Context: an optimization exercise on an open-source flow, tuned for small area, a short achievable clock period and few clock cycles. The choices shown serve that exercise and are no tape-out recipe.

==> inputs of job 7549 <==
// mm_sys_top
module mm_sys_top (
  input  wire                          arm_clk,
  input  wire                          rst,
  input  wire                          job_valid,
  input  wire [3:0]                    job_m,
  input  wire [3:0]                    job_n,
  input  wire [3:0]                    job_p,
  input  wire                          data_valid,
  input  wire [31:0]                   data_word,
  output logic                         result_valid,
  output logic [31:0]                  result_data,
  output logic                         busy,
  output logic                         done
);
export LEC_CHECK = 0
export ABC_CLOCK_PERIOD_IN_PS = 3000
export CAP_MARGIN = 20
export CELL_PAD_IN_SITES_DETAIL_PLACEMENT = 1
export CORE_MARGIN = 2
export CORE_UTILIZATION = 30
export CTS_CLUSTER_DIAMETER = 150
export CTS_CLUSTER_SIZE = 20
export PLACE_DENSITY = 0.4
export SLEW_MARGIN = 20
export SYNTH_MEMORY_MAX_BITS = 16384
export SETUP_SLACK_MARGIN = 6.3
create_clock -name core_clock -period 10.0 [get_ports {arm_clk}]
standard.sh (not shown) runs the stock make flow with config.mk's settings and CLKGATE_MAP_FILE= SYNTH_SCRIPT=/design/flow/synth_recipe.tcl, a recipe that flattens the netlist after the stock synthesis.
==> flow/flow/run.sh <==
#!/bin/bash
set -e
echo "export SETUP_SLACK_MARGIN = 6.3" >> config.mk
bash standard.sh > standard.log 2>&1
==> job 8147: changes against job 7549 <==
--- a/flow/config.mk
+++ b/flow/config.mk
@@ -10,8 +10,8 @@
 export CELL_PAD_IN_SITES_DETAIL_PLACEMENT = 1
 export CORE_MARGIN = 2
 export CORE_UTILIZATION = 30
-export CTS_CLUSTER_DIAMETER = 150
-export CTS_CLUSTER_SIZE = 20
+export CTS_CLUSTER_DIAMETER = 180
+export CTS_CLUSTER_SIZE = 25
 export PLACE_DENSITY = 0.4
 export SLEW_MARGIN = 20
 export SYNTH_MEMORY_MAX_BITS = 16384
==> run summary <==
Via count: job 7549 31,900; job 8147 31,800
Via count of the first global-routing pass: job 7549 34,300; job 8147 34,200
Number of buffers other than clock buffers in the final layout: job 7549 148; job 8147 169
Period minus WS final: job 7549 3820 ps; job 8147 3820 ps
Worst setup margin: job 7549 6180 ps; job 8147 6180 ps
Fraction of cell area in non-clock buffers: job 7549 0.0243; job 8147 0.0270
Headroom to the max-slew limit: job 7549 0.242; job 8147 0.248
Sequential standard cell area: job 7549 36,500 um^2; job 8147 36,500 um^2
Run status: job 7549 finished clean; job 8147 finished clean
Average wire per standard cell: job 7549 27.4 um; job 8147 27.3 um
Wl on met1: job 7549 83,300 um; job 8147 83,300 um
Non-Filler Instances: job 7549 6,506; job 8147 6,500
Wire length of the first global-routing pass: job 7549 255,000 um; job 8147 254,000 um
Final cycle utilization of the critical path: job 7549 0.382; job 8147 0.382
Hold_ws: job 7549 363 ps; job 8147 369 ps
Multi-input gate area: job 7549 19,300 um^2; job 8147 19,300 um^2
Fin area: job 7549 64,700 um^2; job 8147 64,400 um^2
Post-layout net count: job 7549 4,470; job 8147 4,473
Function was not checked in any run of this note: the RTL went through the layout flow alone.


==> run a: inputs <==
Another version of the RTL of mm_sys_top (not shown whole).
clock: 10.0 ns
lec_check: 0
abc_clock_period_in_ps: 3000
cap_margin: 20
cell_pad_in_sites_detail_placement: 1
core_margin: 2
core_utilization: 30
place_density: 0.4
setup_slack_margin: 5
slew_margin: 20
synth_memory_max_bits: 16384
run.sh (not shown) runs the stock make flow with config.mk's settings and CLKGATE_MAP_FILE= SYNTH_SCRIPT=/design/flow/synth_recipe.tcl, a recipe that flattens the netlist after the stock synthesis.
Stock flow here: none of the scripts above is used.
==> inputs of run b, as changes to run a <==
- ABC_CLOCK_PERIOD_IN_PS: 3000 -> default
- SETUP_SLACK_MARGIN: 5 -> default
==> run summary <==
quantity	run a	run b
Run status	complete, no violations	complete, no violations
Number of nets in the layout	5234	5228
Placed cell count	7197	7196
Via count of the first global-routing pass	38303	38984
Part of the cycle the worst path needs	48.0%	49.0%
Total setup buffers inserted after CTS	4	0
Number of buffers added by the clock tree synthesis step	152	151
Filler cells	21323	21268
Detailed-route vias per instance	4.77	4.80
Final critical path time including I/O delays and setup	4.80 ns	4.90 ns
Depth of the worst register-to-register path	11	13
Fin cells	7488	7479
Hold Slack	0.372 ns	0.356 ns
Met1 routing resource usage after global routing	26.0%	25.4%
Placed Instance Area	65700 um^2	65700 um^2
Share of cells above drive strength 1	6.80%	6.88%
Worst-case headroom to the max-slew limit	30.1%	25.3%
Routed WL	192 mm	190 mm
Critical path data required time	10.68 ns	10.70 ns
No run of this note included a check of the RTL's function; only the layout flow was run.

afterwards: timing with drivers on the ports:
Ports are ideal in the flow. The routed layouts listed here were re-timed in OpenROAD. Step 1 (the two cells are an assumption about what drives the block):
set clk [get_ports {arm_clk}]
set_driving_cell -lib_cell sky130_fd_sc_hd__clkbuf_16 $clk
set_driving_cell -lib_cell sky130_fd_sc_hd__buf_2 [delete_from_list [all_inputs] $clk]
Step 2 times the ports against the registers' clock, not the clock port: input delays grow and output delays shrink by t, the midpoint of the rising clock arrivals with the driver on. Slacks: ideal ports / drivers / drivers and shift; pairs: ideal ports / drivers.
run	t (ns)	setup slack, ns	hold WS [ns]	worst register clock-pin slew, ns	pins driven straight from the clock port
job 7549	0.776	6.180 / 6.180 / 5.616	0.363 / 0.363 / 0.363	0.09 / 0.09	1
job 8147	0.794	6.177 / 6.177 / 5.597	0.369 / 0.369 / 0.369	0.11 / 0.11	1
run a	0.857	5.205 / 5.262 / 4.405	0.372 / 0.372 / 0.372	0.06 / 0.06	1
run b	0.873	5.101 / 5.160 / 4.287	0.356 / 0.356 / 0.356	0.06 / 0.06	1
After both steps every run listed still meets setup and hold. For run b, which loses most, drivers alone change the setup slack by +0.059 ns; drivers and shift together by -0.814 ns.
